Context: an optimization exercise on an open-source flow, tuned for small area, a short achievable clock period and few clock cycles. The choices shown serve that exercise and are no tape-out recipe. The RTL was checked by simulation tests, not by an equivalence proof against the original design.

==> flow/design.v, too long to show whole: its modules and the start of the top module <==
// module gcn_sequencer: 28 lines
// module gcn_adjacency: 29 lines
// module gcn_aggregate: 297 lines
// module gcn_transform: 1140 lines
// module gcn_argmax: 39 lines
// module gcn_top: 65 lines
module gcn_top (
    input  logic                                      clk,
    input  logic                                      rst_n,
    input  logic                                      start,
    input  logic [6-1:0][3-1:0]    edge_src,
    input  logic [6-1:0][3-1:0]    edge_dst,
    input  logic [6-1:0][5-1:0]    feat_col,
    input  logic [3-1:0][5-1:0]  weight_row,
    output logic                                      feat_re,
    output logic [4-1:0]                    feat_addr,
    output logic [6-1:0][2-1:0]   y,
    output logic                                      done
);
  // ...
==> flow/run.sh <==
#!/bin/bash
# synth_recipe.tcl (not shown) runs the flow's synth.tcl, then flattens the netlist and writes it again
# the make line also repeats each setting of config.mk as NAME=value (left out here)
make -C /OpenROAD-flow-scripts/flow DESIGN_CONFIG=/design/flow/config.mk WORK_HOME=/design/flow/orfs CLKGATE_MAP_FILE= SYNTH_SCRIPT=/design/flow/synth_recipe.tcl finish
==> flow/config.mk <==
export PLATFORM = sky130hd
export DESIGN_NAME = gcn_top
export DESIGN_NICKNAME = gcn_top
export VERILOG_FILES = /design/flow/design.v
export SDC_FILE = /design/flow/constraint.sdc
export NUM_CORES = 4
export LEC_CHECK = 0
export CAP_MARGIN = 20
export CORE_MARGIN = 2
export CORE_UTILIZATION = 40
export SLEW_MARGIN = 20
==> flow/constraint.sdc <==
create_clock -name core_clock -period 7.5 [get_ports {clk}]
set_input_delay 1.5000 -clock core_clock [delete_from_list [all_inputs] [get_ports {clk}]]
set_output_delay 1.5000 -clock core_clock [all_outputs]
set_load 0.01 [all_outputs]
==> summary.txt, run 1 <==
Cells and area
  – FF+latch area: 0.00803 mm²
  – Buffers, non-clock: 122
  – Layout Cells excl Fill: 6004
  – Number of diodes: 0
  – Most common cell after layout, fill and taps aside: inv_1
  – Top Registers: i_xfm.acc (216), i_agg.agg_sum (48), i_agg.xr (30)
  – Max reg flops: 216
  – Commonest non-fill, non-tap cells in the layout: inv_1, fa_1, nand2_1

Floorplan
  – Row count: 119
  – Core ar.: 0.105 mm²

Worst setup path
  – Worst setup EP type: flip-flop
  – R2R setup slack: 2.87 ns
  – Max FO, Critical Path: 50
  – Delay-heaviest family, CP: adder cells
  – CP endpoint: i_xfm.pend[32]
  – Reg2reg path depth: 15
  – CP dominant cell by count: fa_1

Detailed routing
  – Antenna-violating nets left: 0
  – DR WL/cell: 17.1 µm
  – Met3 routed WL: 4460 µm
  – Initial DRC Count: 1718
  – Via count: 30000

Logic synthesis
  – XOR/XNOR Fraction of Synth Area: 0.0607
  – Yosys warnings: 5
  – Top-area cell type share of the netlist area: 0.274
  – Flops & latches, synth: 382

GRT
  – Initial antenna violation count: 2
  – Total GRT Usage: 0.197
  – Met2 Use GR: 0.336
  – GRT busiest layer: met2
  – Pin count of the biggest net entering global routing: 51

CTS
  – Clock Tree Buf Depth: 3
  – Clock sink total: 382

STA
  – Count of final hold-check violations: 0
  – Final Cycle Share: 0.618

Run status
  – Outcome: no timing/DRC/antenna violations
Testbench counts, summed over its fixed seeds: cycles 8,064.
==> module gcn_sequencer, before the edit <==
module gcn_sequencer (
    input  logic                   clk,
    input  logic                   rst_n,
    input  logic                   start,
    output logic                   accept,
    output logic                   first_mac,
    output logic                   last_cyc,
    output logic                   feat_re,
    output logic [4-1:0] feat_addr
);
    logic [5-1:0] cnt;
    logic                  idle;
    assign idle      = (cnt == '0);
    assign accept    = idle && start;
    assign last_cyc  = (cnt == 5'(19));
    always_ff @(posedge clk or negedge rst_n) begin
        if (!rst_n)
            cnt <= '0;
        else if (last_cyc)
            cnt <= '0;
        else if (!idle || start)
            cnt <= cnt + 1'b1;
    end
    always_ff @(posedge clk)
        first_mac <= (cnt == 5'(3 - 1));
    assign feat_re   = 1'b1;
    assign feat_addr = cnt[4-1:0];
endmodule
==> module gcn_argmax, before the edit <==
module gcn_argmax (
    input  logic                                                      clk,
    input  logic                                                      rst_n,
    input  logic                                                      accept,
    input  logic                                                      last_cyc,
    input  logic [6-1:0][3-1:1][18-1:0]   acc,
    input  logic [6-1:0][3-1:1][3-1:0]  pend,
    output logic [6-1:0][2-1:0]                   y,
    output logic                                                      done
);
    logic [6-1:0][2-1:0] y_nxt;
    always_comb begin
        for (int n = 0; n < 6; n++) begin
            logic [18-1:0] e1, e2;
            logic gt10, gt20, gt21;
            e1 = acc[n][1] + (18'(pend[n][1][1]) << 6) + (18'(pend[n][1][2]) << 12);
            e2 = acc[n][2] + (18'(pend[n][2][1]) << 6) + (18'(pend[n][2][2]) << 12);
            gt10 = !e1[18-1];
            gt20 = !e2[18-1];
            gt21 = {~e2[18-1], e2[18-2:0]} > {~e1[18-1], e1[18-2:0]};
            if (gt10)
                y_nxt[n] = gt21 ? 2'd2 : 2'd1;
            else
                y_nxt[n] = gt20 ? 2'd2 : 2'd0;
        end
    end
    always_ff @(posedge clk) begin
        if (last_cyc)
            y <= y_nxt;
    end
    always_ff @(posedge clk or negedge rst_n) begin
        if (!rst_n)
            done <= 1'b0;
        else if (accept)
            done <= 1'b0;
        else if (last_cyc)
            done <= 1'b1;
    end
endmodule
==> run 2: changes to the inputs <==
--- a/flow/design.v
+++ b/flow/design.v
@@ -13,7 +13,7 @@
     logic                  idle;
     assign idle      = (cnt == '0);
     assign accept    = idle && start;
-    assign last_cyc  = (cnt == 5'(19));
+    assign last_cyc  = (cnt == 5'(18));
     always_ff @(posedge clk or negedge rst_n) begin
         if (!rst_n)
             cnt <= '0;
@@ -23,7 +23,7 @@
             cnt <= cnt + 1'b1;
     end
     always_ff @(posedge clk)
-        first_mac <= (cnt == 5'(3 - 1));
+        first_mac <= (cnt == 5'(2 - 1));
     assign feat_re   = 1'b1;
     assign feat_addr = cnt[4-1:0];
 endmodule
@@ -66,14 +66,7 @@
     output logic [6-1:0][8-1:0]     agg_sum,
     output logic [3-1:1][6-1:0]    wdiff
 );
-    logic [6-1:0][5-1:0]  xr;
-    logic [3-1:1][6-1:0]  wd_in;
     logic [6-1:0][8-1:0]   sum_nxt;
-    always_ff @(posedge clk) begin
-        xr <= feat_col;
-        for (int c = 1; c < 3; c++)
-            wd_in[c] <= 6'(weight_row[c]) - 6'(weight_row[0]);
-    end
     logic ag_0, ag_1, ag_2, ag_3, ag_4, ag_5, ag_6, ag_7;
     logic ag_8, ag_9, ag_10, ag_11, ag_12, ag_13, ag_14, ag_15;
     logic ag_16, ag_17, ag_18, ag_19, ag_20, ag_21, ag_22, ag_23;
@@ -104,36 +97,36 @@
     logic ag_216, ag_217, ag_218, ag_219, ag_220, ag_221, ag_222, ag_223;
     logic ag_224, ag_225, ag_226, ag_227, ag_228, ag_229, ag_230, ag_231;
     logic ag_232, ag_233, ag_234, ag_235, ag_236, ag_237, ag_238, ag_239;
-    assign ag_0 = (xr[0][0] & adj[0][0]) ^ (xr[1][0] & adj[0][1]) ^ (xr[2][0] & adj[0][2]);
-    assign ag_1 = ((xr[0][0] & adj[0][0]) & (xr[1][0] & adj[0][1])) | ((xr[2][0] & adj[0][2]) & ((xr[0][0] & adj[0][0]) ^ (xr[1][0] & adj[0][1])));
-    assign ag_2 = (xr[0][1] & adj[0][0]) ^ (xr[1][1] & adj[0][1]) ^ (xr[2][1] & adj[0][2]);
-    assign ag_3 = ((xr[0][1] & adj[0][0]) & (xr[1][1] & adj[0][1])) | ((xr[2][1] & adj[0][2]) & ((xr[0][1] & adj[0][0]) ^ (xr[1][1] & adj[0][1])));
-    assign ag_4 = (xr[3][1] & adj[0][3]) ^ (xr[4][1] & adj[0][4]);
-    assign ag_5 = (xr[3][1] & adj[0][3]) & (xr[4][1] & adj[0][4]);
-    assign ag_6 = (xr[0][2] & adj[0][0]) ^ (xr[1][2] & adj[0][1]) ^ (xr[2][2] & adj[0][2]);
-    assign ag_7 = ((xr[0][2] & adj[0][0]) & (xr[1][2] & adj[0][1])) | ((xr[2][2] & adj[0][2]) & ((xr[0][2] & adj[0][0]) ^ (xr[1][2] & adj[0][1])));
-    assign ag_8 = (xr[3][2] & adj[0][3]) ^ (xr[4][2] & adj[0][4]) ^ (xr[5][2] & adj[0][5]);
-    assign ag_9 = ((xr[3][2] & adj[0][3]) & (xr[4][2] & adj[0][4])) | ((xr[5][2] & adj[0][5]) & ((xr[3][2] & adj[0][3]) ^ (xr[4][2] & adj[0][4])));
-    assign ag_10 = (xr[0][3] & adj[0][0]) ^ (xr[1][3] & adj[0][1]) ^ (xr[2][3] & adj[0][2]);
-    assign ag_11 = ((xr[0][3] & adj[0][0]) & (xr[1][3] & adj[0][1])) | ((xr[2][3] & adj[0][2]) & ((xr[0][3] & adj[0][0]) ^ (xr[1][3] & adj[0][1])));
-    assign ag_12 = (xr[3][3] & adj[0][3]) ^ (xr[4][3] & adj[0][4]) ^ (xr[5][3] & adj[0][5]);
-    assign ag_13 = ((xr[3][3] & adj[0][3]) & (xr[4][3] & adj[0][4])) | ((xr[5][3] & adj[0][5]) & ((xr[3][3] & adj[0][3]) ^ (xr[4][3] & adj[0][4])));
-    assign ag_14 = (xr[0][4] & adj[0][0]) ^ (xr[1][4] & adj[0][1]) ^ (xr[2][4] & adj[0][2]);
-    assign ag_15 = ((xr[0][4] & adj[0][0]) & (xr[1][4] & adj[0][1])) | ((xr[2][4] & adj[0][2]) & ((xr[0][4] & adj[0][0]) ^ (xr[1][4] & adj[0][1])));
-    assign ag_16 = (xr[3][4] & adj[0][3]) ^ (xr[4][4] & adj[0][4]) ^ (xr[5][4] & adj[0][5]);
-    assign ag_17 = ((xr[3][4] & adj[0][3]) & (xr[4][4] & adj[0][4])) | ((xr[5][4] & adj[0][5]) & ((xr[3][4] & adj[0][3]) ^ (xr[4][4] & adj[0][4])));
-    assign ag_18 = (xr[3][0] & adj[0][3]) ^ (xr[4][0] & adj[0][4]);
-    assign ag_19 = (xr[3][0] & adj[0][3]) & (xr[4][0] & adj[0][4]);
-    assign ag_20 = (xr[5][1] & adj[0][5]) ^ ag_4 ^ ag_1;
-    assign ag_21 = ((xr[5][1] & adj[0][5]) & ag_4) | (ag_1 & ((xr[5][1] & adj[0][5]) ^ ag_4));
+    assign ag_0 = (feat_col[0][0] & adj[0][0]) ^ (feat_col[1][0] & adj[0][1]) ^ (feat_col[2][0] & adj[0][2]);
+    assign ag_1 = ((feat_col[0][0] & adj[0][0]) & (feat_col[1][0] & adj[0][1])) | ((feat_col[2][0] & adj[0][2]) & ((feat_col[0][0] & adj[0][0]) ^ (feat_col[1][0] & adj[0][1])));
+    assign ag_2 = (feat_col[0][1] & adj[0][0]) ^ (feat_col[1][1] & adj[0][1]) ^ (feat_col[2][1] & adj[0][2]);
+    assign ag_3 = ((feat_col[0][1] & adj[0][0]) & (feat_col[1][1] & adj[0][1])) | ((feat_col[2][1] & adj[0][2]) & ((feat_col[0][1] & adj[0][0]) ^ (feat_col[1][1] & adj[0][1])));
+    assign ag_4 = (feat_col[3][1] & adj[0][3]) ^ (feat_col[4][1] & adj[0][4]);
+    assign ag_5 = (feat_col[3][1] & adj[0][3]) & (feat_col[4][1] & adj[0][4]);
+    assign ag_6 = (feat_col[0][2] & adj[0][0]) ^ (feat_col[1][2] & adj[0][1]) ^ (feat_col[2][2] & adj[0][2]);
+    assign ag_7 = ((feat_col[0][2] & adj[0][0]) & (feat_col[1][2] & adj[0][1])) | ((feat_col[2][2] & adj[0][2]) & ((feat_col[0][2] & adj[0][0]) ^ (feat_col[1][2] & adj[0][1])));
+    assign ag_8 = (feat_col[3][2] & adj[0][3]) ^ (feat_col[4][2] & adj[0][4]) ^ (feat_col[5][2] & adj[0][5]);
+    assign ag_9 = ((feat_col[3][2] & adj[0][3]) & (feat_col[4][2] & adj[0][4])) | ((feat_col[5][2] & adj[0][5]) & ((feat_col[3][2] & adj[0][3]) ^ (feat_col[4][2] & adj[0][4])));
+    assign ag_10 = (feat_col[0][3] & adj[0][0]) ^ (feat_col[1][3] & adj[0][1]) ^ (feat_col[2][3] & adj[0][2]);
+    assign ag_11 = ((feat_col[0][3] & adj[0][0]) & (feat_col[1][3] & adj[0][1])) | ((feat_col[2][3] & adj[0][2]) & ((feat_col[0][3] & adj[0][0]) ^ (feat_col[1][3] & adj[0][1])));
+    assign ag_12 = (feat_col[3][3] & adj[0][3]) ^ (feat_col[4][3] & adj[0][4]) ^ (feat_col[5][3] & adj[0][5]);
+    assign ag_13 = ((feat_col[3][3] & adj[0][3]) & (feat_col[4][3] & adj[0][4])) | ((feat_col[5][3] & adj[0][5]) & ((feat_col[3][3] & adj[0][3]) ^ (feat_col[4][3] & adj[0][4])));
+    assign ag_14 = (feat_col[0][4] & adj[0][0]) ^ (feat_col[1][4] & adj[0][1]) ^ (feat_col[2][4] & adj[0][2]);
+    assign ag_15 = ((feat_col[0][4] & adj[0][0]) & (feat_col[1][4] & adj[0][1])) | ((feat_col[2][4] & adj[0][2]) & ((feat_col[0][4] & adj[0][0]) ^ (feat_col[1][4] & adj[0][1])));
+    assign ag_16 = (feat_col[3][4] & adj[0][3]) ^ (feat_col[4][4] & adj[0][4]) ^ (feat_col[5][4] & adj[0][5]);
+    assign ag_17 = ((feat_col[3][4] & adj[0][3]) & (feat_col[4][4] & adj[0][4])) | ((feat_col[5][4] & adj[0][5]) & ((feat_col[3][4] & adj[0][3]) ^ (feat_col[4][4] & adj[0][4])));
+    assign ag_18 = (feat_col[3][0] & adj[0][3]) ^ (feat_col[4][0] & adj[0][4]);
+    assign ag_19 = (feat_col[3][0] & adj[0][3]) & (feat_col[4][0] & adj[0][4]);
+    assign ag_20 = (feat_col[5][1] & adj[0][5]) ^ ag_4 ^ ag_1;
+    assign ag_21 = ((feat_col[5][1] & adj[0][5]) & ag_4) | (ag_1 & ((feat_col[5][1] & adj[0][5]) ^ ag_4));
     assign ag_22 = ag_5 ^ ag_3 ^ ag_6;
     assign ag_23 = (ag_5 & ag_3) | (ag_6 & (ag_5 ^ ag_3));
     assign ag_24 = ag_7 ^ ag_9 ^ ag_10;
     assign ag_25 = (ag_7 & ag_9) | (ag_10 & (ag_7 ^ ag_9));
     assign ag_26 = ag_11 ^ ag_13 ^ ag_14;
     assign ag_27 = (ag_11 & ag_13) | (ag_14 & (ag_11 ^ ag_13));
-    assign ag_28 = (xr[5][0] & adj[0][5]) ^ ag_18;
-    assign ag_29 = (xr[5][0] & adj[0][5]) & ag_18;
+    assign ag_28 = (feat_col[5][0] & adj[0][5]) ^ ag_18;
+    assign ag_29 = (feat_col[5][0] & adj[0][5]) & ag_18;
     assign ag_30 = ag_19 ^ ag_2 ^ ag_20;
     assign ag_31 = (ag_19 & ag_2) | (ag_20 & (ag_19 ^ ag_2));
     assign ag_32 = ag_8 ^ ag_21 ^ ag_22;
@@ -144,36 +137,36 @@
     assign ag_37 = (ag_16 & ag_25) | (ag_26 & (ag_16 ^ ag_25));
     assign ag_38 = ag_15 ^ ag_17 ^ ag_27;
     assign ag_39 = (ag_15 & ag_17) | (ag_27 & (ag_15 ^ ag_17));
-    assign ag_40 = (xr[0][0] & adj[1][0]) ^ (xr[1][0] & adj[1][1]) ^ (xr[2][0] & adj[1][2]);
-    assign ag_41 = ((xr[0][0] & adj[1][0]) & (xr[1][0] & adj[1][1])) | ((xr[2][0] & adj[1][2]) & ((xr[0][0] & adj[1][0]) ^ (xr[1][0] & adj[1][1])));
-    assign ag_42 = (xr[0][1] & adj[1][0]) ^ (xr[1][1] & adj[1][1]) ^ (xr[2][1] & adj[1][2]);
-    assign ag_43 = ((xr[0][1] & adj[1][0]) & (xr[1][1] & adj[1][1])) | ((xr[2][1] & adj[1][2]) & ((xr[0][1] & adj[1][0]) ^ (xr[1][1] & adj[1][1])));
-    assign ag_44 = (xr[3][1] & adj[1][3]) ^ (xr[4][1] & adj[1][4]);
-    assign ag_45 = (xr[3][1] & adj[1][3]) & (xr[4][1] & adj[1][4]);
-    assign ag_46 = (xr[0][2] & adj[1][0]) ^ (xr[1][2] & adj[1][1]) ^ (xr[2][2] & adj[1][2]);
-    assign ag_47 = ((xr[0][2] & adj[1][0]) & (xr[1][2] & adj[1][1])) | ((xr[2][2] & adj[1][2]) & ((xr[0][2] & adj[1][0]) ^ (xr[1][2] & adj[1][1])));
-    assign ag_48 = (xr[3][2] & adj[1][3]) ^ (xr[4][2] & adj[1][4]) ^ (xr[5][2] & adj[1][5]);
-    assign ag_49 = ((xr[3][2] & adj[1][3]) & (xr[4][2] & adj[1][4])) | ((xr[5][2] & adj[1][5]) & ((xr[3][2] & adj[1][3]) ^ (xr[4][2] & adj[1][4])));
-    assign ag_50 = (xr[0][3] & adj[1][0]) ^ (xr[1][3] & adj[1][1]) ^ (xr[2][3] & adj[1][2]);
-    assign ag_51 = ((xr[0][3] & adj[1][0]) & (xr[1][3] & adj[1][1])) | ((xr[2][3] & adj[1][2]) & ((xr[0][3] & adj[1][0]) ^ (xr[1][3] & adj[1][1])));
-    assign ag_52 = (xr[3][3] & adj[1][3]) ^ (xr[4][3] & adj[1][4]) ^ (xr[5][3] & adj[1][5]);
-    assign ag_53 = ((xr[3][3] & adj[1][3]) & (xr[4][3] & adj[1][4])) | ((xr[5][3] & adj[1][5]) & ((xr[3][3] & adj[1][3]) ^ (xr[4][3] & adj[1][4])));
-    assign ag_54 = (xr[0][4] & adj[1][0]) ^ (xr[1][4] & adj[1][1]) ^ (xr[2][4] & adj[1][2]);
-    assign ag_55 = ((xr[0][4] & adj[1][0]) & (xr[1][4] & adj[1][1])) | ((xr[2][4] & adj[1][2]) & ((xr[0][4] & adj[1][0]) ^ (xr[1][4] & adj[1][1])));
-    assign ag_56 = (xr[3][4] & adj[1][3]) ^ (xr[4][4] & adj[1][4]) ^ (xr[5][4] & adj[1][5]);
-    assign ag_57 = ((xr[3][4] & adj[1][3]) & (xr[4][4] & adj[1][4])) | ((xr[5][4] & adj[1][5]) & ((xr[3][4] & adj[1][3]) ^ (xr[4][4] & adj[1][4])));
-    assign ag_58 = (xr[3][0] & adj[1][3]) ^ (xr[4][0] & adj[1][4]);
-    assign ag_59 = (xr[3][0] & adj[1][3]) & (xr[4][0] & adj[1][4]);
-    assign ag_60 = (xr[5][1] & adj[1][5]) ^ ag_44 ^ ag_41;
-    assign ag_61 = ((xr[5][1] & adj[1][5]) & ag_44) | (ag_41 & ((xr[5][1] & adj[1][5]) ^ ag_44));
+    assign ag_40 = (feat_col[0][0] & adj[1][0]) ^ (feat_col[1][0] & adj[1][1]) ^ (feat_col[2][0] & adj[1][2]);
+    assign ag_41 = ((feat_col[0][0] & adj[1][0]) & (feat_col[1][0] & adj[1][1])) | ((feat_col[2][0] & adj[1][2]) & ((feat_col[0][0] & adj[1][0]) ^ (feat_col[1][0] & adj[1][1])));
+    assign ag_42 = (feat_col[0][1] & adj[1][0]) ^ (feat_col[1][1] & adj[1][1]) ^ (feat_col[2][1] & adj[1][2]);
+    assign ag_43 = ((feat_col[0][1] & adj[1][0]) & (feat_col[1][1] & adj[1][1])) | ((feat_col[2][1] & adj[1][2]) & ((feat_col[0][1] & adj[1][0]) ^ (feat_col[1][1] & adj[1][1])));
+    assign ag_44 = (feat_col[3][1] & adj[1][3]) ^ (feat_col[4][1] & adj[1][4]);
+    assign ag_45 = (feat_col[3][1] & adj[1][3]) & (feat_col[4][1] & adj[1][4]);
+    assign ag_46 = (feat_col[0][2] & adj[1][0]) ^ (feat_col[1][2] & adj[1][1]) ^ (feat_col[2][2] & adj[1][2]);
+    assign ag_47 = ((feat_col[0][2] & adj[1][0]) & (feat_col[1][2] & adj[1][1])) | ((feat_col[2][2] & adj[1][2]) & ((feat_col[0][2] & adj[1][0]) ^ (feat_col[1][2] & adj[1][1])));
+    assign ag_48 = (feat_col[3][2] & adj[1][3]) ^ (feat_col[4][2] & adj[1][4]) ^ (feat_col[5][2] & adj[1][5]);
+    assign ag_49 = ((feat_col[3][2] & adj[1][3]) & (feat_col[4][2] & adj[1][4])) | ((feat_col[5][2] & adj[1][5]) & ((feat_col[3][2] & adj[1][3]) ^ (feat_col[4][2] & adj[1][4])));
+    assign ag_50 = (feat_col[0][3] & adj[1][0]) ^ (feat_col[1][3] & adj[1][1]) ^ (feat_col[2][3] & adj[1][2]);
+    assign ag_51 = ((feat_col[0][3] & adj[1][0]) & (feat_col[1][3] & adj[1][1])) | ((feat_col[2][3] & adj[1][2]) & ((feat_col[0][3] & adj[1][0]) ^ (feat_col[1][3] & adj[1][1])));
+    assign ag_52 = (feat_col[3][3] & adj[1][3]) ^ (feat_col[4][3] & adj[1][4]) ^ (feat_col[5][3] & adj[1][5]);
+    assign ag_53 = ((feat_col[3][3] & adj[1][3]) & (feat_col[4][3] & adj[1][4])) | ((feat_col[5][3] & adj[1][5]) & ((feat_col[3][3] & adj[1][3]) ^ (feat_col[4][3] & adj[1][4])));
+    assign ag_54 = (feat_col[0][4] & adj[1][0]) ^ (feat_col[1][4] & adj[1][1]) ^ (feat_col[2][4] & adj[1][2]);
+    assign ag_55 = ((feat_col[0][4] & adj[1][0]) & (feat_col[1][4] & adj[1][1])) | ((feat_col[2][4] & adj[1][2]) & ((feat_col[0][4] & adj[1][0]) ^ (feat_col[1][4] & adj[1][1])));
+    assign ag_56 = (feat_col[3][4] & adj[1][3]) ^ (feat_col[4][4] & adj[1][4]) ^ (feat_col[5][4] & adj[1][5]);
+    assign ag_57 = ((feat_col[3][4] & adj[1][3]) & (feat_col[4][4] & adj[1][4])) | ((feat_col[5][4] & adj[1][5]) & ((feat_col[3][4] & adj[1][3]) ^ (feat_col[4][4] & adj[1][4])));
+    assign ag_58 = (feat_col[3][0] & adj[1][3]) ^ (feat_col[4][0] & adj[1][4]);
+    assign ag_59 = (feat_col[3][0] & adj[1][3]) & (feat_col[4][0] & adj[1][4]);
+    assign ag_60 = (feat_col[5][1] & adj[1][5]) ^ ag_44 ^ ag_41;
+    assign ag_61 = ((feat_col[5][1] & adj[1][5]) & ag_44) | (ag_41 & ((feat_col[5][1] & adj[1][5]) ^ ag_44));
     assign ag_62 = ag_45 ^ ag_43 ^ ag_46;
     assign ag_63 = (ag_45 & ag_43) | (ag_46 & (ag_45 ^ ag_43));
     assign ag_64 = ag_47 ^ ag_49 ^ ag_50;
     assign ag_65 = (ag_47 & ag_49) | (ag_50 & (ag_47 ^ ag_49));
     assign ag_66 = ag_51 ^ ag_53 ^ ag_54;
     assign ag_67 = (ag_51 & ag_53) | (ag_54 & (ag_51 ^ ag_53));
-    assign ag_68 = (xr[5][0] & adj[1][5]) ^ ag_58;
-    assign ag_69 = (xr[5][0] & adj[1][5]) & ag_58;
+    assign ag_68 = (feat_col[5][0] & adj[1][5]) ^ ag_58;
+    assign ag_69 = (feat_col[5][0] & adj[1][5]) & ag_58;
     assign ag_70 = ag_59 ^ ag_42 ^ ag_60;
     assign ag_71 = (ag_59 & ag_42) | (ag_60 & (ag_59 ^ ag_42));
     assign ag_72 = ag_48 ^ ag_61 ^ ag_62;
@@ -184,36 +177,36 @@
     assign ag_77 = (ag_56 & ag_65) | (ag_66 & (ag_56 ^ ag_65));
     assign ag_78 = ag_55 ^ ag_57 ^ ag_67;
     assign ag_79 = (ag_55 & ag_57) | (ag_67 & (ag_55 ^ ag_57));
-    assign ag_80 = (xr[0][0] & adj[2][0]) ^ (xr[1][0] & adj[2][1]) ^ (xr[2][0] & adj[2][2]);
-    assign ag_81 = ((xr[0][0] & adj[2][0]) & (xr[1][0] & adj[2][1])) | ((xr[2][0] & adj[2][2]) & ((xr[0][0] & adj[2][0]) ^ (xr[1][0] & adj[2][1])));
-    assign ag_82 = (xr[0][1] & adj[2][0]) ^ (xr[1][1] & adj[2][1]) ^ (xr[2][1] & adj[2][2]);
-    assign ag_83 = ((xr[0][1] & adj[2][0]) & (xr[1][1] & adj[2][1])) | ((xr[2][1] & adj[2][2]) & ((xr[0][1] & adj[2][0]) ^ (xr[1][1] & adj[2][1])));
-    assign ag_84 = (xr[3][1] & adj[2][3]) ^ (xr[4][1] & adj[2][4]);
-    assign ag_85 = (xr[3][1] & adj[2][3]) & (xr[4][1] & adj[2][4]);
-    assign ag_86 = (xr[0][2] & adj[2][0]) ^ (xr[1][2] & adj[2][1]) ^ (xr[2][2] & adj[2][2]);
-    assign ag_87 = ((xr[0][2] & adj[2][0]) & (xr[1][2] & adj[2][1])) | ((xr[2][2] & adj[2][2]) & ((xr[0][2] & adj[2][0]) ^ (xr[1][2] & adj[2][1])));
-    assign ag_88 = (xr[3][2] & adj[2][3]) ^ (xr[4][2] & adj[2][4]) ^ (xr[5][2] & adj[2][5]);
-    assign ag_89 = ((xr[3][2] & adj[2][3]) & (xr[4][2] & adj[2][4])) | ((xr[5][2] & adj[2][5]) & ((xr[3][2] & adj[2][3]) ^ (xr[4][2] & adj[2][4])));
-    assign ag_90 = (xr[0][3] & adj[2][0]) ^ (xr[1][3] & adj[2][1]) ^ (xr[2][3] & adj[2][2]);
-    assign ag_91 = ((xr[0][3] & adj[2][0]) & (xr[1][3] & adj[2][1])) | ((xr[2][3] & adj[2][2]) & ((xr[0][3] & adj[2][0]) ^ (xr[1][3] & adj[2][1])));
-    assign ag_92 = (xr[3][3] & adj[2][3]) ^ (xr[4][3] & adj[2][4]) ^ (xr[5][3] & adj[2][5]);
-    assign ag_93 = ((xr[3][3] & adj[2][3]) & (xr[4][3] & adj[2][4])) | ((xr[5][3] & adj[2][5]) & ((xr[3][3] & adj[2][3]) ^ (xr[4][3] & adj[2][4])));
-    assign ag_94 = (xr[0][4] & adj[2][0]) ^ (xr[1][4] & adj[2][1]) ^ (xr[2][4] & adj[2][2]);
-    assign ag_95 = ((xr[0][4] & adj[2][0]) & (xr[1][4] & adj[2][1])) | ((xr[2][4] & adj[2][2]) & ((xr[0][4] & adj[2][0]) ^ (xr[1][4] & adj[2][1])));
-    assign ag_96 = (xr[3][4] & adj[2][3]) ^ (xr[4][4] & adj[2][4]) ^ (xr[5][4] & adj[2][5]);
-    assign ag_97 = ((xr[3][4] & adj[2][3]) & (xr[4][4] & adj[2][4])) | ((xr[5][4] & adj[2][5]) & ((xr[3][4] & adj[2][3]) ^ (xr[4][4] & adj[2][4])));
-    assign ag_98 = (xr[3][0] & adj[2][3]) ^ (xr[4][0] & adj[2][4]);
-    assign ag_99 = (xr[3][0] & adj[2][3]) & (xr[4][0] & adj[2][4]);
-    assign ag_100 = (xr[5][1] & adj[2][5]) ^ ag_84 ^ ag_81;
-    assign ag_101 = ((xr[5][1] & adj[2][5]) & ag_84) | (ag_81 & ((xr[5][1] & adj[2][5]) ^ ag_84));
+    assign ag_80 = (feat_col[0][0] & adj[2][0]) ^ (feat_col[1][0] & adj[2][1]) ^ (feat_col[2][0] & adj[2][2]);
+    assign ag_81 = ((feat_col[0][0] & adj[2][0]) & (feat_col[1][0] & adj[2][1])) | ((feat_col[2][0] & adj[2][2]) & ((feat_col[0][0] & adj[2][0]) ^ (feat_col[1][0] & adj[2][1])));
+    assign ag_82 = (feat_col[0][1] & adj[2][0]) ^ (feat_col[1][1] & adj[2][1]) ^ (feat_col[2][1] & adj[2][2]);
+    assign ag_83 = ((feat_col[0][1] & adj[2][0]) & (feat_col[1][1] & adj[2][1])) | ((feat_col[2][1] & adj[2][2]) & ((feat_col[0][1] & adj[2][0]) ^ (feat_col[1][1] & adj[2][1])));
+    assign ag_84 = (feat_col[3][1] & adj[2][3]) ^ (feat_col[4][1] & adj[2][4]);
+    assign ag_85 = (feat_col[3][1] & adj[2][3]) & (feat_col[4][1] & adj[2][4]);
+    assign ag_86 = (feat_col[0][2] & adj[2][0]) ^ (feat_col[1][2] & adj[2][1]) ^ (feat_col[2][2] & adj[2][2]);
+    assign ag_87 = ((feat_col[0][2] & adj[2][0]) & (feat_col[1][2] & adj[2][1])) | ((feat_col[2][2] & adj[2][2]) & ((feat_col[0][2] & adj[2][0]) ^ (feat_col[1][2] & adj[2][1])));
+    assign ag_88 = (feat_col[3][2] & adj[2][3]) ^ (feat_col[4][2] & adj[2][4]) ^ (feat_col[5][2] & adj[2][5]);
+    assign ag_89 = ((feat_col[3][2] & adj[2][3]) & (feat_col[4][2] & adj[2][4])) | ((feat_col[5][2] & adj[2][5]) & ((feat_col[3][2] & adj[2][3]) ^ (feat_col[4][2] & adj[2][4])));
+    assign ag_90 = (feat_col[0][3] & adj[2][0]) ^ (feat_col[1][3] & adj[2][1]) ^ (feat_col[2][3] & adj[2][2]);
+    assign ag_91 = ((feat_col[0][3] & adj[2][0]) & (feat_col[1][3] & adj[2][1])) | ((feat_col[2][3] & adj[2][2]) & ((feat_col[0][3] & adj[2][0]) ^ (feat_col[1][3] & adj[2][1])));
+    assign ag_92 = (feat_col[3][3] & adj[2][3]) ^ (feat_col[4][3] & adj[2][4]) ^ (feat_col[5][3] & adj[2][5]);
+    assign ag_93 = ((feat_col[3][3] & adj[2][3]) & (feat_col[4][3] & adj[2][4])) | ((feat_col[5][3] & adj[2][5]) & ((feat_col[3][3] & adj[2][3]) ^ (feat_col[4][3] & adj[2][4])));
+    assign ag_94 = (feat_col[0][4] & adj[2][0]) ^ (feat_col[1][4] & adj[2][1]) ^ (feat_col[2][4] & adj[2][2]);
+    assign ag_95 = ((feat_col[0][4] & adj[2][0]) & (feat_col[1][4] & adj[2][1])) | ((feat_col[2][4] & adj[2][2]) & ((feat_col[0][4] & adj[2][0]) ^ (feat_col[1][4] & adj[2][1])));
+    assign ag_96 = (feat_col[3][4] & adj[2][3]) ^ (feat_col[4][4] & adj[2][4]) ^ (feat_col[5][4] & adj[2][5]);
+    assign ag_97 = ((feat_col[3][4] & adj[2][3]) & (feat_col[4][4] & adj[2][4])) | ((feat_col[5][4] & adj[2][5]) & ((feat_col[3][4] & adj[2][3]) ^ (feat_col[4][4] & adj[2][4])));
+    assign ag_98 = (feat_col[3][0] & adj[2][3]) ^ (feat_col[4][0] & adj[2][4]);
+    assign ag_99 = (feat_col[3][0] & adj[2][3]) & (feat_col[4][0] & adj[2][4]);
+    assign ag_100 = (feat_col[5][1] & adj[2][5]) ^ ag_84 ^ ag_81;
+    assign ag_101 = ((feat_col[5][1] & adj[2][5]) & ag_84) | (ag_81 & ((feat_col[5][1] & adj[2][5]) ^ ag_84));
     assign ag_102 = ag_85 ^ ag_83 ^ ag_86;
     assign ag_103 = (ag_85 & ag_83) | (ag_86 & (ag_85 ^ ag_83));
     assign ag_104 = ag_87 ^ ag_89 ^ ag_90;
     assign ag_105 = (ag_87 & ag_89) | (ag_90 & (ag_87 ^ ag_89));
     assign ag_106 = ag_91 ^ ag_93 ^ ag_94;
     assign ag_107 = (ag_91 & ag_93) | (ag_94 & (ag_91 ^ ag_93));
-    assign ag_108 = (xr[5][0] & adj[2][5]) ^ ag_98;
-    assign ag_109 = (xr[5][0] & adj[2][5]) & ag_98;
+    assign ag_108 = (feat_col[5][0] & adj[2][5]) ^ ag_98;
+    assign ag_109 = (feat_col[5][0] & adj[2][5]) & ag_98;
     assign ag_110 = ag_99 ^ ag_82 ^ ag_100;
     assign ag_111 = (ag_99 & ag_82) | (ag_100 & (ag_99 ^ ag_82));
     assign ag_112 = ag_88 ^ ag_101 ^ ag_102;
@@ -224,36 +217,36 @@
     assign ag_117 = (ag_96 & ag_105) | (ag_106 & (ag_96 ^ ag_105));
     assign ag_118 = ag_95 ^ ag_97 ^ ag_107;
     assign ag_119 = (ag_95 & ag_97) | (ag_107 & (ag_95 ^ ag_97));
-    assign ag_120 = (xr[0][0] & adj[3][0]) ^ (xr[1][0] & adj[3][1]) ^ (xr[2][0] & adj[3][2]);
-    assign ag_121 = ((xr[0][0] & adj[3][0]) & (xr[1][0] & adj[3][1])) | ((xr[2][0] & adj[3][2]) & ((xr[0][0] & adj[3][0]) ^ (xr[1][0] & adj[3][1])));
-    assign ag_122 = (xr[0][1] & adj[3][0]) ^ (xr[1][1] & adj[3][1]) ^ (xr[2][1] & adj[3][2]);
-    assign ag_123 = ((xr[0][1] & adj[3][0]) & (xr[1][1] & adj[3][1])) | ((xr[2][1] & adj[3][2]) & ((xr[0][1] & adj[3][0]) ^ (xr[1][1] & adj[3][1])));
-    assign ag_124 = (xr[3][1] & adj[3][3]) ^ (xr[4][1] & adj[3][4]);
-    assign ag_125 = (xr[3][1] & adj[3][3]) & (xr[4][1] & adj[3][4]);
-    assign ag_126 = (xr[0][2] & adj[3][0]) ^ (xr[1][2] & adj[3][1]) ^ (xr[2][2] & adj[3][2]);
-    assign ag_127 = ((xr[0][2] & adj[3][0]) & (xr[1][2] & adj[3][1])) | ((xr[2][2] & adj[3][2]) & ((xr[0][2] & adj[3][0]) ^ (xr[1][2] & adj[3][1])));
-    assign ag_128 = (xr[3][2] & adj[3][3]) ^ (xr[4][2] & adj[3][4]) ^ (xr[5][2] & adj[3][5]);
-    assign ag_129 = ((xr[3][2] & adj[3][3]) & (xr[4][2] & adj[3][4])) | ((xr[5][2] & adj[3][5]) & ((xr[3][2] & adj[3][3]) ^ (xr[4][2] & adj[3][4])));
-    assign ag_130 = (xr[0][3] & adj[3][0]) ^ (xr[1][3] & adj[3][1]) ^ (xr[2][3] & adj[3][2]);
-    assign ag_131 = ((xr[0][3] & adj[3][0]) & (xr[1][3] & adj[3][1])) | ((xr[2][3] & adj[3][2]) & ((xr[0][3] & adj[3][0]) ^ (xr[1][3] & adj[3][1])));
-    assign ag_132 = (xr[3][3] & adj[3][3]) ^ (xr[4][3] & adj[3][4]) ^ (xr[5][3] & adj[3][5]);
-    assign ag_133 = ((xr[3][3] & adj[3][3]) & (xr[4][3] & adj[3][4])) | ((xr[5][3] & adj[3][5]) & ((xr[3][3] & adj[3][3]) ^ (xr[4][3] & adj[3][4])));
-    assign ag_134 = (xr[0][4] & adj[3][0]) ^ (xr[1][4] & adj[3][1]) ^ (xr[2][4] & adj[3][2]);
-    assign ag_135 = ((xr[0][4] & adj[3][0]) & (xr[1][4] & adj[3][1])) | ((xr[2][4] & adj[3][2]) & ((xr[0][4] & adj[3][0]) ^ (xr[1][4] & adj[3][1])));
-    assign ag_136 = (xr[3][4] & adj[3][3]) ^ (xr[4][4] & adj[3][4]) ^ (xr[5][4] & adj[3][5]);
-    assign ag_137 = ((xr[3][4] & adj[3][3]) & (xr[4][4] & adj[3][4])) | ((xr[5][4] & adj[3][5]) & ((xr[3][4] & adj[3][3]) ^ (xr[4][4] & adj[3][4])));
-    assign ag_138 = (xr[3][0] & adj[3][3]) ^ (xr[4][0] & adj[3][4]);
-    assign ag_139 = (xr[3][0] & adj[3][3]) & (xr[4][0] & adj[3][4]);
-    assign ag_140 = (xr[5][1] & adj[3][5]) ^ ag_124 ^ ag_121;
-    assign ag_141 = ((xr[5][1] & adj[3][5]) & ag_124) | (ag_121 & ((xr[5][1] & adj[3][5]) ^ ag_124));
+    assign ag_120 = (feat_col[0][0] & adj[3][0]) ^ (feat_col[1][0] & adj[3][1]) ^ (feat_col[2][0] & adj[3][2]);
+    assign ag_121 = ((feat_col[0][0] & adj[3][0]) & (feat_col[1][0] & adj[3][1])) | ((feat_col[2][0] & adj[3][2]) & ((feat_col[0][0] & adj[3][0]) ^ (feat_col[1][0] & adj[3][1])));
+    assign ag_122 = (feat_col[0][1] & adj[3][0]) ^ (feat_col[1][1] & adj[3][1]) ^ (feat_col[2][1] & adj[3][2]);
+    assign ag_123 = ((feat_col[0][1] & adj[3][0]) & (feat_col[1][1] & adj[3][1])) | ((feat_col[2][1] & adj[3][2]) & ((feat_col[0][1] & adj[3][0]) ^ (feat_col[1][1] & adj[3][1])));
+    assign ag_124 = (feat_col[3][1] & adj[3][3]) ^ (feat_col[4][1] & adj[3][4]);
+    assign ag_125 = (feat_col[3][1] & adj[3][3]) & (feat_col[4][1] & adj[3][4]);
+    assign ag_126 = (feat_col[0][2] & adj[3][0]) ^ (feat_col[1][2] & adj[3][1]) ^ (feat_col[2][2] & adj[3][2]);
+    assign ag_127 = ((feat_col[0][2] & adj[3][0]) & (feat_col[1][2] & adj[3][1])) | ((feat_col[2][2] & adj[3][2]) & ((feat_col[0][2] & adj[3][0]) ^ (feat_col[1][2] & adj[3][1])));
+    assign ag_128 = (feat_col[3][2] & adj[3][3]) ^ (feat_col[4][2] & adj[3][4]) ^ (feat_col[5][2] & adj[3][5]);
+    assign ag_129 = ((feat_col[3][2] & adj[3][3]) & (feat_col[4][2] & adj[3][4])) | ((feat_col[5][2] & adj[3][5]) & ((feat_col[3][2] & adj[3][3]) ^ (feat_col[4][2] & adj[3][4])));
+    assign ag_130 = (feat_col[0][3] & adj[3][0]) ^ (feat_col[1][3] & adj[3][1]) ^ (feat_col[2][3] & adj[3][2]);
+    assign ag_131 = ((feat_col[0][3] & adj[3][0]) & (feat_col[1][3] & adj[3][1])) | ((feat_col[2][3] & adj[3][2]) & ((feat_col[0][3] & adj[3][0]) ^ (feat_col[1][3] & adj[3][1])));
+    assign ag_132 = (feat_col[3][3] & adj[3][3]) ^ (feat_col[4][3] & adj[3][4]) ^ (feat_col[5][3] & adj[3][5]);
+    assign ag_133 = ((feat_col[3][3] & adj[3][3]) & (feat_col[4][3] & adj[3][4])) | ((feat_col[5][3] & adj[3][5]) & ((feat_col[3][3] & adj[3][3]) ^ (feat_col[4][3] & adj[3][4])));
+    assign ag_134 = (feat_col[0][4] & adj[3][0]) ^ (feat_col[1][4] & adj[3][1]) ^ (feat_col[2][4] & adj[3][2]);
+    assign ag_135 = ((feat_col[0][4] & adj[3][0]) & (feat_col[1][4] & adj[3][1])) | ((feat_col[2][4] & adj[3][2]) & ((feat_col[0][4] & adj[3][0]) ^ (feat_col[1][4] & adj[3][1])));
+    assign ag_136 = (feat_col[3][4] & adj[3][3]) ^ (feat_col[4][4] & adj[3][4]) ^ (feat_col[5][4] & adj[3][5]);
+    assign ag_137 = ((feat_col[3][4] & adj[3][3]) & (feat_col[4][4] & adj[3][4])) | ((feat_col[5][4] & adj[3][5]) & ((feat_col[3][4] & adj[3][3]) ^ (feat_col[4][4] & adj[3][4])));
+    assign ag_138 = (feat_col[3][0] & adj[3][3]) ^ (feat_col[4][0] & adj[3][4]);
+    assign ag_139 = (feat_col[3][0] & adj[3][3]) & (feat_col[4][0] & adj[3][4]);
+    assign ag_140 = (feat_col[5][1] & adj[3][5]) ^ ag_124 ^ ag_121;
+    assign ag_141 = ((feat_col[5][1] & adj[3][5]) & ag_124) | (ag_121 & ((feat_col[5][1] & adj[3][5]) ^ ag_124));
     assign ag_142 = ag_125 ^ ag_123 ^ ag_126;
     assign ag_143 = (ag_125 & ag_123) | (ag_126 & (ag_125 ^ ag_123));
     assign ag_144 = ag_127 ^ ag_129 ^ ag_130;
     assign ag_145 = (ag_127 & ag_129) | (ag_130 & (ag_127 ^ ag_129));
     assign ag_146 = ag_131 ^ ag_133 ^ ag_134;
     assign ag_147 = (ag_131 & ag_133) | (ag_134 & (ag_131 ^ ag_133));
-    assign ag_148 = (xr[5][0] & adj[3][5]) ^ ag_138;
-    assign ag_149 = (xr[5][0] & adj[3][5]) & ag_138;
+    assign ag_148 = (feat_col[5][0] & adj[3][5]) ^ ag_138;
+    assign ag_149 = (feat_col[5][0] & adj[3][5]) & ag_138;
     assign ag_150 = ag_139 ^ ag_122 ^ ag_140;
     assign ag_151 = (ag_139 & ag_122) | (ag_140 & (ag_139 ^ ag_122));
     assign ag_152 = ag_128 ^ ag_141 ^ ag_142;
@@ -264,36 +257,36 @@
     assign ag_157 = (ag_136 & ag_145) | (ag_146 & (ag_136 ^ ag_145));
     assign ag_158 = ag_135 ^ ag_137 ^ ag_147;
     assign ag_159 = (ag_135 & ag_137) | (ag_147 & (ag_135 ^ ag_137));
-    assign ag_160 = (xr[0][0] & adj[4][0]) ^ (xr[1][0] & adj[4][1]) ^ (xr[2][0] & adj[4][2]);
-    assign ag_161 = ((xr[0][0] & adj[4][0]) & (xr[1][0] & adj[4][1])) | ((xr[2][0] & adj[4][2]) & ((xr[0][0] & adj[4][0]) ^ (xr[1][0] & adj[4][1])));
-    assign ag_162 = (xr[0][1] & adj[4][0]) ^ (xr[1][1] & adj[4][1]) ^ (xr[2][1] & adj[4][2]);
-    assign ag_163 = ((xr[0][1] & adj[4][0]) & (xr[1][1] & adj[4][1])) | ((xr[2][1] & adj[4][2]) & ((xr[0][1] & adj[4][0]) ^ (xr[1][1] & adj[4][1])));
-    assign ag_164 = (xr[3][1] & adj[4][3]) ^ (xr[4][1] & adj[4][4]);
-    assign ag_165 = (xr[3][1] & adj[4][3]) & (xr[4][1] & adj[4][4]);
-    assign ag_166 = (xr[0][2] & adj[4][0]) ^ (xr[1][2] & adj[4][1]) ^ (xr[2][2] & adj[4][2]);
-    assign ag_167 = ((xr[0][2] & adj[4][0]) & (xr[1][2] & adj[4][1])) | ((xr[2][2] & adj[4][2]) & ((xr[0][2] & adj[4][0]) ^ (xr[1][2] & adj[4][1])));
-    assign ag_168 = (xr[3][2] & adj[4][3]) ^ (xr[4][2] & adj[4][4]) ^ (xr[5][2] & adj[4][5]);
-    assign ag_169 = ((xr[3][2] & adj[4][3]) & (xr[4][2] & adj[4][4])) | ((xr[5][2] & adj[4][5]) & ((xr[3][2] & adj[4][3]) ^ (xr[4][2] & adj[4][4])));
-    assign ag_170 = (xr[0][3] & adj[4][0]) ^ (xr[1][3] & adj[4][1]) ^ (xr[2][3] & adj[4][2]);
-    assign ag_171 = ((xr[0][3] & adj[4][0]) & (xr[1][3] & adj[4][1])) | ((xr[2][3] & adj[4][2]) & ((xr[0][3] & adj[4][0]) ^ (xr[1][3] & adj[4][1])));
-    assign ag_172 = (xr[3][3] & adj[4][3]) ^ (xr[4][3] & adj[4][4]) ^ (xr[5][3] & adj[4][5]);
-    assign ag_173 = ((xr[3][3] & adj[4][3]) & (xr[4][3] & adj[4][4])) | ((xr[5][3] & adj[4][5]) & ((xr[3][3] & adj[4][3]) ^ (xr[4][3] & adj[4][4])));
-    assign ag_174 = (xr[0][4] & adj[4][0]) ^ (xr[1][4] & adj[4][1]) ^ (xr[2][4] & adj[4][2]);
-    assign ag_175 = ((xr[0][4] & adj[4][0]) & (xr[1][4] & adj[4][1])) | ((xr[2][4] & adj[4][2]) & ((xr[0][4] & adj[4][0]) ^ (xr[1][4] & adj[4][1])));
-    assign ag_176 = (xr[3][4] & adj[4][3]) ^ (xr[4][4] & adj[4][4]) ^ (xr[5][4] & adj[4][5]);
-    assign ag_177 = ((xr[3][4] & adj[4][3]) & (xr[4][4] & adj[4][4])) | ((xr[5][4] & adj[4][5]) & ((xr[3][4] & adj[4][3]) ^ (xr[4][4] & adj[4][4])));
-    assign ag_178 = (xr[3][0] & adj[4][3]) ^ (xr[4][0] & adj[4][4]);
-    assign ag_179 = (xr[3][0] & adj[4][3]) & (xr[4][0] & adj[4][4]);
-    assign ag_180 = (xr[5][1] & adj[4][5]) ^ ag_164 ^ ag_161;
-    assign ag_181 = ((xr[5][1] & adj[4][5]) & ag_164) | (ag_161 & ((xr[5][1] & adj[4][5]) ^ ag_164));
+    assign ag_160 = (feat_col[0][0] & adj[4][0]) ^ (feat_col[1][0] & adj[4][1]) ^ (feat_col[2][0] & adj[4][2]);
+    assign ag_161 = ((feat_col[0][0] & adj[4][0]) & (feat_col[1][0] & adj[4][1])) | ((feat_col[2][0] & adj[4][2]) & ((feat_col[0][0] & adj[4][0]) ^ (feat_col[1][0] & adj[4][1])));
+    assign ag_162 = (feat_col[0][1] & adj[4][0]) ^ (feat_col[1][1] & adj[4][1]) ^ (feat_col[2][1] & adj[4][2]);
+    assign ag_163 = ((feat_col[0][1] & adj[4][0]) & (feat_col[1][1] & adj[4][1])) | ((feat_col[2][1] & adj[4][2]) & ((feat_col[0][1] & adj[4][0]) ^ (feat_col[1][1] & adj[4][1])));
+    assign ag_164 = (feat_col[3][1] & adj[4][3]) ^ (feat_col[4][1] & adj[4][4]);
+    assign ag_165 = (feat_col[3][1] & adj[4][3]) & (feat_col[4][1] & adj[4][4]);
+    assign ag_166 = (feat_col[0][2] & adj[4][0]) ^ (feat_col[1][2] & adj[4][1]) ^ (feat_col[2][2] & adj[4][2]);
+    assign ag_167 = ((feat_col[0][2] & adj[4][0]) & (feat_col[1][2] & adj[4][1])) | ((feat_col[2][2] & adj[4][2]) & ((feat_col[0][2] & adj[4][0]) ^ (feat_col[1][2] & adj[4][1])));
+    assign ag_168 = (feat_col[3][2] & adj[4][3]) ^ (feat_col[4][2] & adj[4][4]) ^ (feat_col[5][2] & adj[4][5]);
+    assign ag_169 = ((feat_col[3][2] & adj[4][3]) & (feat_col[4][2] & adj[4][4])) | ((feat_col[5][2] & adj[4][5]) & ((feat_col[3][2] & adj[4][3]) ^ (feat_col[4][2] & adj[4][4])));
+    assign ag_170 = (feat_col[0][3] & adj[4][0]) ^ (feat_col[1][3] & adj[4][1]) ^ (feat_col[2][3] & adj[4][2]);
+    assign ag_171 = ((feat_col[0][3] & adj[4][0]) & (feat_col[1][3] & adj[4][1])) | ((feat_col[2][3] & adj[4][2]) & ((feat_col[0][3] & adj[4][0]) ^ (feat_col[1][3] & adj[4][1])));
+    assign ag_172 = (feat_col[3][3] & adj[4][3]) ^ (feat_col[4][3] & adj[4][4]) ^ (feat_col[5][3] & adj[4][5]);
+    assign ag_173 = ((feat_col[3][3] & adj[4][3]) & (feat_col[4][3] & adj[4][4])) | ((feat_col[5][3] & adj[4][5]) & ((feat_col[3][3] & adj[4][3]) ^ (feat_col[4][3] & adj[4][4])));
+    assign ag_174 = (feat_col[0][4] & adj[4][0]) ^ (feat_col[1][4] & adj[4][1]) ^ (feat_col[2][4] & adj[4][2]);
+    assign ag_175 = ((feat_col[0][4] & adj[4][0]) & (feat_col[1][4] & adj[4][1])) | ((feat_col[2][4] & adj[4][2]) & ((feat_col[0][4] & adj[4][0]) ^ (feat_col[1][4] & adj[4][1])));
+    assign ag_176 = (feat_col[3][4] & adj[4][3]) ^ (feat_col[4][4] & adj[4][4]) ^ (feat_col[5][4] & adj[4][5]);
+    assign ag_177 = ((feat_col[3][4] & adj[4][3]) & (feat_col[4][4] & adj[4][4])) | ((feat_col[5][4] & adj[4][5]) & ((feat_col[3][4] & adj[4][3]) ^ (feat_col[4][4] & adj[4][4])));
+    assign ag_178 = (feat_col[3][0] & adj[4][3]) ^ (feat_col[4][0] & adj[4][4]);
+    assign ag_179 = (feat_col[3][0] & adj[4][3]) & (feat_col[4][0] & adj[4][4]);
+    assign ag_180 = (feat_col[5][1] & adj[4][5]) ^ ag_164 ^ ag_161;
+    assign ag_181 = ((feat_col[5][1] & adj[4][5]) & ag_164) | (ag_161 & ((feat_col[5][1] & adj[4][5]) ^ ag_164));
     assign ag_182 = ag_165 ^ ag_163 ^ ag_166;
     assign ag_183 = (ag_165 & ag_163) | (ag_166 & (ag_165 ^ ag_163));
     assign ag_184 = ag_167 ^ ag_169 ^ ag_170;
     assign ag_185 = (ag_167 & ag_169) | (ag_170 & (ag_167 ^ ag_169));
     assign ag_186 = ag_171 ^ ag_173 ^ ag_174;
     assign ag_187 = (ag_171 & ag_173) | (ag_174 & (ag_171 ^ ag_173));
-    assign ag_188 = (xr[5][0] & adj[4][5]) ^ ag_178;
-    assign ag_189 = (xr[5][0] & adj[4][5]) & ag_178;
+    assign ag_188 = (feat_col[5][0] & adj[4][5]) ^ ag_178;
+    assign ag_189 = (feat_col[5][0] & adj[4][5]) & ag_178;
     assign ag_190 = ag_179 ^ ag_162 ^ ag_180;
     assign ag_191 = (ag_179 & ag_162) | (ag_180 & (ag_179 ^ ag_162));
     assign ag_192 = ag_168 ^ ag_181 ^ ag_182;
@@ -304,36 +297,36 @@
     assign ag_197 = (ag_176 & ag_185) | (ag_186 & (ag_176 ^ ag_185));
     assign ag_198 = ag_175 ^ ag_177 ^ ag_187;
     assign ag_199 = (ag_175 & ag_177) | (ag_187 & (ag_175 ^ ag_177));
-    assign ag_200 = (xr[0][0] & adj[5][0]) ^ (xr[1][0] & adj[5][1]) ^ (xr[2][0] & adj[5][2]);
-    assign ag_201 = ((xr[0][0] & adj[5][0]) & (xr[1][0] & adj[5][1])) | ((xr[2][0] & adj[5][2]) & ((xr[0][0] & adj[5][0]) ^ (xr[1][0] & adj[5][1])));
-    assign ag_202 = (xr[0][1] & adj[5][0]) ^ (xr[1][1] & adj[5][1]) ^ (xr[2][1] & adj[5][2]);
-    assign ag_203 = ((xr[0][1] & adj[5][0]) & (xr[1][1] & adj[5][1])) | ((xr[2][1] & adj[5][2]) & ((xr[0][1] & adj[5][0]) ^ (xr[1][1] & adj[5][1])));
-    assign ag_204 = (xr[3][1] & adj[5][3]) ^ (xr[4][1] & adj[5][4]);
-    assign ag_205 = (xr[3][1] & adj[5][3]) & (xr[4][1] & adj[5][4]);
-    assign ag_206 = (xr[0][2] & adj[5][0]) ^ (xr[1][2] & adj[5][1]) ^ (xr[2][2] & adj[5][2]);
-    assign ag_207 = ((xr[0][2] & adj[5][0]) & (xr[1][2] & adj[5][1])) | ((xr[2][2] & adj[5][2]) & ((xr[0][2] & adj[5][0]) ^ (xr[1][2] & adj[5][1])));
-    assign ag_208 = (xr[3][2] & adj[5][3]) ^ (xr[4][2] & adj[5][4]) ^ (xr[5][2] & adj[5][5]);
-    assign ag_209 = ((xr[3][2] & adj[5][3]) & (xr[4][2] & adj[5][4])) | ((xr[5][2] & adj[5][5]) & ((xr[3][2] & adj[5][3]) ^ (xr[4][2] & adj[5][4])));
-    assign ag_210 = (xr[0][3] & adj[5][0]) ^ (xr[1][3] & adj[5][1]) ^ (xr[2][3] & adj[5][2]);
-    assign ag_211 = ((xr[0][3] & adj[5][0]) & (xr[1][3] & adj[5][1])) | ((xr[2][3] & adj[5][2]) & ((xr[0][3] & adj[5][0]) ^ (xr[1][3] & adj[5][1])));
-    assign ag_212 = (xr[3][3] & adj[5][3]) ^ (xr[4][3] & adj[5][4]) ^ (xr[5][3] & adj[5][5]);
-    assign ag_213 = ((xr[3][3] & adj[5][3]) & (xr[4][3] & adj[5][4])) | ((xr[5][3] & adj[5][5]) & ((xr[3][3] & adj[5][3]) ^ (xr[4][3] & adj[5][4])));
-    assign ag_214 = (xr[0][4] & adj[5][0]) ^ (xr[1][4] & adj[5][1]) ^ (xr[2][4] & adj[5][2]);
-    assign ag_215 = ((xr[0][4] & adj[5][0]) & (xr[1][4] & adj[5][1])) | ((xr[2][4] & adj[5][2]) & ((xr[0][4] & adj[5][0]) ^ (xr[1][4] & adj[5][1])));
-    assign ag_216 = (xr[3][4] & adj[5][3]) ^ (xr[4][4] & adj[5][4]) ^ (xr[5][4] & adj[5][5]);
-    assign ag_217 = ((xr[3][4] & adj[5][3]) & (xr[4][4] & adj[5][4])) | ((xr[5][4] & adj[5][5]) & ((xr[3][4] & adj[5][3]) ^ (xr[4][4] & adj[5][4])));
-    assign ag_218 = (xr[3][0] & adj[5][3]) ^ (xr[4][0] & adj[5][4]);
-    assign ag_219 = (xr[3][0] & adj[5][3]) & (xr[4][0] & adj[5][4]);
-    assign ag_220 = (xr[5][1] & adj[5][5]) ^ ag_204 ^ ag_201;
-    assign ag_221 = ((xr[5][1] & adj[5][5]) & ag_204) | (ag_201 & ((xr[5][1] & adj[5][5]) ^ ag_204));
+    assign ag_200 = (feat_col[0][0] & adj[5][0]) ^ (feat_col[1][0] & adj[5][1]) ^ (feat_col[2][0] & adj[5][2]);
+    assign ag_201 = ((feat_col[0][0] & adj[5][0]) & (feat_col[1][0] & adj[5][1])) | ((feat_col[2][0] & adj[5][2]) & ((feat_col[0][0] & adj[5][0]) ^ (feat_col[1][0] & adj[5][1])));
+    assign ag_202 = (feat_col[0][1] & adj[5][0]) ^ (feat_col[1][1] & adj[5][1]) ^ (feat_col[2][1] & adj[5][2]);
+    assign ag_203 = ((feat_col[0][1] & adj[5][0]) & (feat_col[1][1] & adj[5][1])) | ((feat_col[2][1] & adj[5][2]) & ((feat_col[0][1] & adj[5][0]) ^ (feat_col[1][1] & adj[5][1])));
+    assign ag_204 = (feat_col[3][1] & adj[5][3]) ^ (feat_col[4][1] & adj[5][4]);
+    assign ag_205 = (feat_col[3][1] & adj[5][3]) & (feat_col[4][1] & adj[5][4]);
+    assign ag_206 = (feat_col[0][2] & adj[5][0]) ^ (feat_col[1][2] & adj[5][1]) ^ (feat_col[2][2] & adj[5][2]);
+    assign ag_207 = ((feat_col[0][2] & adj[5][0]) & (feat_col[1][2] & adj[5][1])) | ((feat_col[2][2] & adj[5][2]) & ((feat_col[0][2] & adj[5][0]) ^ (feat_col[1][2] & adj[5][1])));
+    assign ag_208 = (feat_col[3][2] & adj[5][3]) ^ (feat_col[4][2] & adj[5][4]) ^ (feat_col[5][2] & adj[5][5]);
+    assign ag_209 = ((feat_col[3][2] & adj[5][3]) & (feat_col[4][2] & adj[5][4])) | ((feat_col[5][2] & adj[5][5]) & ((feat_col[3][2] & adj[5][3]) ^ (feat_col[4][2] & adj[5][4])));
+    assign ag_210 = (feat_col[0][3] & adj[5][0]) ^ (feat_col[1][3] & adj[5][1]) ^ (feat_col[2][3] & adj[5][2]);
+    assign ag_211 = ((feat_col[0][3] & adj[5][0]) & (feat_col[1][3] & adj[5][1])) | ((feat_col[2][3] & adj[5][2]) & ((feat_col[0][3] & adj[5][0]) ^ (feat_col[1][3] & adj[5][1])));
+    assign ag_212 = (feat_col[3][3] & adj[5][3]) ^ (feat_col[4][3] & adj[5][4]) ^ (feat_col[5][3] & adj[5][5]);
+    assign ag_213 = ((feat_col[3][3] & adj[5][3]) & (feat_col[4][3] & adj[5][4])) | ((feat_col[5][3] & adj[5][5]) & ((feat_col[3][3] & adj[5][3]) ^ (feat_col[4][3] & adj[5][4])));
+    assign ag_214 = (feat_col[0][4] & adj[5][0]) ^ (feat_col[1][4] & adj[5][1]) ^ (feat_col[2][4] & adj[5][2]);
+    assign ag_215 = ((feat_col[0][4] & adj[5][0]) & (feat_col[1][4] & adj[5][1])) | ((feat_col[2][4] & adj[5][2]) & ((feat_col[0][4] & adj[5][0]) ^ (feat_col[1][4] & adj[5][1])));
+    assign ag_216 = (feat_col[3][4] & adj[5][3]) ^ (feat_col[4][4] & adj[5][4]) ^ (feat_col[5][4] & adj[5][5]);
+    assign ag_217 = ((feat_col[3][4] & adj[5][3]) & (feat_col[4][4] & adj[5][4])) | ((feat_col[5][4] & adj[5][5]) & ((feat_col[3][4] & adj[5][3]) ^ (feat_col[4][4] & adj[5][4])));
+    assign ag_218 = (feat_col[3][0] & adj[5][3]) ^ (feat_col[4][0] & adj[5][4]);
+    assign ag_219 = (feat_col[3][0] & adj[5][3]) & (feat_col[4][0] & adj[5][4]);
+    assign ag_220 = (feat_col[5][1] & adj[5][5]) ^ ag_204 ^ ag_201;
+    assign ag_221 = ((feat_col[5][1] & adj[5][5]) & ag_204) | (ag_201 & ((feat_col[5][1] & adj[5][5]) ^ ag_204));
     assign ag_222 = ag_205 ^ ag_203 ^ ag_206;
     assign ag_223 = (ag_205 & ag_203) | (ag_206 & (ag_205 ^ ag_203));
     assign ag_224 = ag_207 ^ ag_209 ^ ag_210;
     assign ag_225 = (ag_207 & ag_209) | (ag_210 & (ag_207 ^ ag_209));
     assign ag_226 = ag_211 ^ ag_213 ^ ag_214;
     assign ag_227 = (ag_211 & ag_213) | (ag_214 & (ag_211 ^ ag_213));
-    assign ag_228 = (xr[5][0] & adj[5][5]) ^ ag_218;
-    assign ag_229 = (xr[5][0] & adj[5][5]) & ag_218;
+    assign ag_228 = (feat_col[5][0] & adj[5][5]) ^ ag_218;
+    assign ag_229 = (feat_col[5][0] & adj[5][5]) & ag_218;
     assign ag_230 = ag_219 ^ ag_202 ^ ag_220;
     assign ag_231 = (ag_219 & ag_202) | (ag_220 & (ag_219 ^ ag_202));
     assign ag_232 = ag_208 ^ ag_221 ^ ag_222;
@@ -352,7 +345,8 @@
     assign sum_nxt[5] = {1'b0, ag_239, ag_237, ag_235, ag_233, ag_231, ag_229, ag_228} + {1'b0, 1'b0, ag_238, ag_236, ag_234, ag_232, ag_230, ag_200};
     always_ff @(posedge clk) begin
         agg_sum <= sum_nxt;
-        wdiff   <= wd_in;
+        for (int c = 1; c < 3; c++)
+            wdiff[c] <= 6'(weight_row[c]) - 6'(weight_row[0]);
     end
 endmodule
 `timescale 1ns/1ps
@@ -1512,8 +1506,15 @@
         for (int n = 0; n < 6; n++) begin
             logic [18-1:0] e1, e2;
             logic gt10, gt20, gt21;
-            e1 = acc[n][1] + (18'(pend[n][1][1]) << 6) + (18'(pend[n][1][2]) << 12);
-            e2 = acc[n][2] + (18'(pend[n][2][1]) << 6) + (18'(pend[n][2][2]) << 12);
+            logic [3-1:0] c1, c2;
+            e1[5:0] = acc[n][1][5:0];
+            c1[0] = 1'b0;
+            e2[5:0] = acc[n][2][5:0];
+            c2[0] = 1'b0;
+            {c1[1], e1[11:6]} = 7'(acc[n][1][11:6]) + 7'(pend[n][1][1]) + 7'(c1[0]);
+            {c2[1], e2[11:6]} = 7'(acc[n][2][11:6]) + 7'(pend[n][2][1]) + 7'(c2[0]);
+            e1[17:12] = 6'(acc[n][1][17:12]) + 6'(pend[n][1][2]) + 6'(c1[1]);
+            e2[17:12] = 6'(acc[n][2][17:12]) + 6'(pend[n][2][2]) + 6'(c2[1]);
             gt10 = !e1[18-1];
             gt20 = !e2[18-1];
             gt21 = {~e2[18-1], e2[18-2:0]} > {~e1[18-1], e1[18-2:0]};
--- a/flow/config.mk
+++ b/flow/config.mk
@@ -8,4 +8,5 @@
 export CAP_MARGIN = 20
 export CORE_MARGIN = 2
 export CORE_UTILIZATION = 40
+export SETUP_SLACK_MARGIN = 4.0
 export SLEW_MARGIN = 20
==> run 2 against run 1 <==
Effect of this change:
- clock skew grew 0.0054 ns
- register-to-register slack gained 0.62 ns
- critical path depth grew 1
- non-clock buffer count grew 192
- still clean
- synthesized cell count shrank 1.3%
==> summary.txt, run 2 <==
Run status
  – Outcome: no timing/DRC/antenna violations (unchanged)

GRT
  – Pin count of the biggest net entering global routing: 31 (was 51)
  – Total GRT Usage: 0.220 (was 0.197)

Cells and area
  – FF+latch area: 0.00725 mm² (was 0.00803 mm²)
  – Commonest non-fill, non-tap cells in the layout: inv_1, fa_1, nand2_1 (unchanged)
  – Top Registers: i_xfm.acc (216), i_agg.agg_sum (48), i_xfm.pend (24) (was i_xfm.acc (216), i_agg.agg_sum (48), i_agg.xr (30))
  – Max reg flops: 216 (unchanged)
  – Most common cell after layout, fill and taps aside: inv_1 (unchanged)

Detailed routing
  – DR WL/cell: 19.0 µm (was 17.1 µm)
  – Initial DRC Count: 1710 (was 1718)
  – Via count: 31300 (was 30000)

STA
  – Count of final hold-check violations: 0 (unchanged)
  – Final Cycle Share: 0.535 (was 0.618)
  – Slew Viols, Final: 0 (unchanged)

CTS
  – Clock sink total: 340 (was 382)
  – Clock Tree Buf Depth: 3 (unchanged)

Worst setup path
  – Worst setup EP type: flip-flop (unchanged)
  – CP dominant cell by count: fa_2 (was fa_1)
  – Max FO, Critical Path: 6 (was 50)

Logic synthesis
  – Top-area cell type share of the netlist area: 0.286 (was 0.274)
  – Post-synthesis sequential area ratio: 0.173 (was 0.190)
  – Yosys warnings: 5 (unchanged)
  – Flops & latches, synth: 340 (was 382)
  – XOR/XNOR Fraction of Synth Area: 0.0576 (was 0.0607)
  – Synth Flop Type: dfxtp_1 (unchanged)
  – Count leader, synth: inv_1 (unchanged)
  – Simple-Gate Fraction of Synth Area: 0.194 (about the same)

Floorplan
  – Core ar.: 0.102 mm² (was 0.105 mm²)
  – Row count: 117 (was 119)
  – Total Die Area: 0.106 mm² (was 0.108 mm²)
## run 2: layout make-up
type | count | area share
timing repair buffer | 314 | 0.0709
clock inverter | 27 | 0.00548
clock buffer | 65 | 0.0284
sequential | 340 | 0.146
antenna | 6 | 0.000303
inverter | 740 | 0.0561
multi-input combinational | 3267 | 0.658
tap | 1368 | 0.0345
## run 2: path summary, 6_finish.rpt
kind	cells after the start	slack, ns	startpoint	endpoint
setup / recovery	16	3.48	i_seq.first_mac	i_xfm.pend[14]
hold / removal	2	0.50	i_argmax.done	i_argmax.done
setup reg to reg	16	3.48	i_seq.first_mac	i_xfm.pend[14]
hold reg to reg	2	0.50	i_argmax.done	i_argmax.done
max in group asynchronous	1	6.13	rst_n	i_seq.cnt[2]
min in group asynchronous	1	1.13	rst_n	i_seq.cnt[1]
## run 2: cells by family after synthesis
logic type	count (synthesis)
AND/OR/NAND/NOR	1497
adder cells (fa/ha/maj)	1018
buffers and inverters	917
AO/OA/AOI/OAI	472
flip-flops	340
XOR/XNOR	272
multiplexers	7
other	1
## run 2: through the flow
stage	cell area, µm²	utilization	std cells	hold WS [ns]
final	49500	0.485	6127	0.498
after global routing	49500	0.485	6122	0.513
after CTS	48300	0.472	6069	0.501
after detailed placement	44200	0.432	5838	0.489
after global placement	44200	0.432	5838	0.483
after floorplan	42200	-	4524	0.478
## run 2: routing by layer
metal / track usage / vias to the layer above / part of all wire
met4: 0.0611 / 36 / 0.031
li1: - / 14600 / -
met5: 0 / - / 0.0020
met1: 0.292 / 15700 / 0.45
met2: 0.363 / 744 / 0.46
met3: 0.0444 / 236 / 0.060
## run 2: worst max-delay path, delay by kind of cell, from the launching register on
kind	cells	cell delay, ns
compound gates	3	0.45
fa+ha+maj	6	2.30
buf+inv	4	0.40
simple gates	3	0.37
flops	1	0.37
## run 2: what timing repair did
| item | CTS | global route |
|---|---|---|
| pin swaps | 161 | 166 |
| endpoints found under the setup margin | 207 | 143 |
| endpoints found under the hold margin | 0 | 0 |
| buffers inserted | 126 | 51 |
| gates cloned | 13 | 1 |
| gates resized for setup | 308 | 252 |
Testbench counts of run 2, summed over its fixed seeds: cycles 7,680.

re-timing with driven ports:
The results above use ideal ports. As a check the final layouts listed here were re-extracted and re-timed, cells and wires unchanged. Step 1 (the two cells are an assumption about what drives the block):
set clk [get_ports {clk}]
set_driving_cell -lib_cell sky130_fd_sc_hd__clkbuf_16 $clk
set_driving_cell -lib_cell sky130_fd_sc_hd__buf_2 [delete_from_list [all_inputs] $clk]
Step 2 also shifts input and output timing later by t, the mid clock arrival at the registers, as if the neighbouring blocks saw the same clock. Three values: ideal ports, drivers, drivers and shift; two values: the first two.
| run | shift t [ns] | slack for setup (ns) | worst hold slack (ns) | worst setup path after step 2 | worst slew at a driven data input, ns |
|---|---|---|---|---|---|
| run 1 | 0.673 | 2.866 / 2.866 / 2.866 | 0.328 / 0.328 / 0.328 | register to register | 0.06 |
| run 2 | 0.673 | 3.484 / 3.484 / 2.988 | 0.498 / 0.498 / 0.498 | input to register | 0.19 |
After both steps every run listed still meets setup and hold. For run 2, which loses most, drivers alone change the setup slack by 0.000 ns; drivers and shift together by -0.496 ns.
